Source: an optimization exercise on an open RTL-to-GDS flow (aim: small area, a short achievable clock period and few clock cycles per item). Production flows keep margins and buffers that such runs may drop.
The RTL was checked by simulation tests, not by an equivalence proof against the original design.

==> flow/design.v (excerpt) <==
module chacha_keystream_block_core (
  input  logic                            clk_i,
  input  logic                            rst_ni,
  input  logic                            in_valid_i,
  output logic                            in_stall_o,
  input  logic [chacha_pkg::CounterW-1:0] block_counter_i,
  output logic                            out_valid_o,
  input  logic                            out_stall_i,
  output logic [chacha_pkg::WordW-1:0]    keystream_word_o,
  output logic [chacha_pkg::IdxW-1:0]     word_index_o,
  output logic                            last_word_o,
  input  logic                            cfg_valid_i,
  output logic                            cfg_ready_o,
  input  logic [chacha_pkg::CfgIdxW-1:0]  cfg_index_i,
  input  logic [chacha_pkg::CfgDataW-1:0] cfg_data_i
);
Size: roughly 3400 flip-flops, roughly 120000 sq um of cells after synthesis.
export LEC_CHECK = 0
export CAP_MARGIN = 35
export CORE_MARGIN = 2
export CORE_UTILIZATION = 45
export SETUP_SLACK_MARGIN = 5
export SLEW_MARGIN = 35
create_clock -name core_clock -period 10.0 [get_ports {clk_i}]
run.sh (not shown) runs the stock make flow with config.mk's settings and CLKGATE_MAP_FILE= SYNTH_SCRIPT=/design/flow/synth_recipe.tcl, a recipe that flattens the netlist after the stock synthesis.
Testbench counts at the start, summed over its fixed seeds: cycles 9,920, blocks 384.
Rerun with:
CTS_BUF_LIST = sky130_fd_sc_hd__clkbuf_4 sky130_fd_sc_hd__clkbuf_8   (was not set)
Cell area stays flat. Count of clock-buffer cells in the layout goes up by 383. Synthesized area does not change. Via count is higher by 2.1%. Wire length increases by 0.49%. Die area does not change. Worst setup slack is worse by 0.037 ns. Non-clock buffer count is higher by 1. Worst hold slack degrades by 0.020 ns. Register-to-register slack got worse by 0.04 ns.

* * *

## before
Another version of the RTL of chacha_keystream_block_core (not shown whole).
For scale: about 9,600 cells after synthesis, roughly 3,400 flip-flops, roughly 180 I/O pins, about 130,000 um^2 of cells after synthesis.
Settings: LEC_CHECK=0, CAP_MARGIN=35, CORE_MARGIN=2, CORE_UTILIZATION=55, CTS_CLUSTER_DIAMETER=55, CTS_CLUSTER_SIZE=15, SLEW_MARGIN=35; clock period 10.0 ns.
standard.sh (not shown) runs the stock make flow with config.mk's settings and CLKGATE_MAP_FILE= SYNTH_SCRIPT=/design/flow/synth_recipe.tcl, a recipe that flattens the netlist after the stock synthesis.
==> flow/flow/run.sh <==
#!/bin/bash
set -euo pipefail
bash standard.sh SETUP_SLACK_MARGIN=6.4 finish > flow_make.log 2>&1
before | status: complete | timing, DRC, antenna: pass
Testbench counts of before, summed over its fixed seeds: cycles 9,888, blocks 384.
Modified inputs, after compared to before
Settings: CTS_CLUSTER_SIZE removed (was 15); CTS_CLUSTER_DIAMETER removed (was 55); CORE_UTILIZATION changed from 55 to 45.
==> flow/flow/run.sh <==
#!/bin/bash
set -euo pipefail
bash standard.sh SETUP_SLACK_MARGIN=6.0 finish > flow_make.log 2>&1
[summary]
- Compared with before, after degrades worst setup slack.
- Diff after..before | synthesized area | unchanged
- When after is measured against before, its clock buffer and inverter area fraction after layout turns out 1.7 points higher.
- Summary of after over before: clock-buffer cell count grew by 81.
- Going from before to after, final weighted congestion in routability-driven placement shrank by a few percent.
- after against before: global-route wire length before repair went up, final-layout fill cell count grew by 6,574, utilization shows a reduction of 11 points.

* * *

Starting RTL as in the previous note.
Settings: LEC_CHECK=0, CAP_MARGIN=35, CORE_MARGIN=2, CORE_UTILIZATION=55, SLEW_MARGIN=35; clock period 10.0 ns.
==> flow/flow/run.sh <==
#!/bin/bash
set -euo pipefail
bash standard.sh SETUP_SLACK_MARGIN=6.4 finish > flow_make.log 2>&1
Testbench counts at the start, summed over its fixed seeds: cycles 9,888, blocks 384.
Next try:
--- a/flow/config.mk
+++ b/flow/config.mk
@@ -10,2 +10,4 @@
 export CORE_UTILIZATION = 55
+export CTS_CLUSTER_DIAMETER = 70
+export CTS_CLUSTER_SIZE = 20
 export SLEW_MARGIN = 35
What happened: The new run ran to the end with no violations. Worst setup slack loses 0.051 ns. Cell area fell by 3.7%. Die area does not change. Synthesized cell count stays the same.

==> port drivers added, routing unchanged <==
The flow's constraints put no driver on any port. The routed layouts listed below were extracted and timed again, unchanged, in two steps.
Step 1, drivers: a clkbuf_16 drives clk_i and a buf_2 each remaining input, both assumed.
Step 2 also shifts input and output timing later by t, the mid clock arrival at the registers, as if the neighbouring blocks saw the same clock.
a / b / c = ideal / step 1 / step 2; a / b = the first two.
| run | t (ns) | setup WS [ns] | latest minus earliest clock arrival (ns) |
|---|---|---|---|
| the first run of note 1 | 1.049 | 4.976 / 4.976 / 4.862 | 0.060 / 0.060 |
| the second run of note 1 | 1.309 | 4.939 / 4.939 / 4.837 | 0.062 / 0.062 |
| before | 1.063 | 6.290 / 6.290 / 5.506 | 0.072 / 0.072 |
| after | 1.059 | 5.851 / 5.851 / 5.094 | 0.064 / 0.065 |
| the first run of note 3 | 1.067 | 6.260 / 6.260 / 5.474 | 0.079 / 0.080 |
| the second run of note 3 | 1.027 | 6.209 / 6.209 / 5.475 | 0.052 / 0.052 |
After both steps every run listed still meets setup and hold. For the first run of note 3, which loses most, drivers alone change the setup slack by 0.000 ns; drivers and shift together by -0.786 ns.
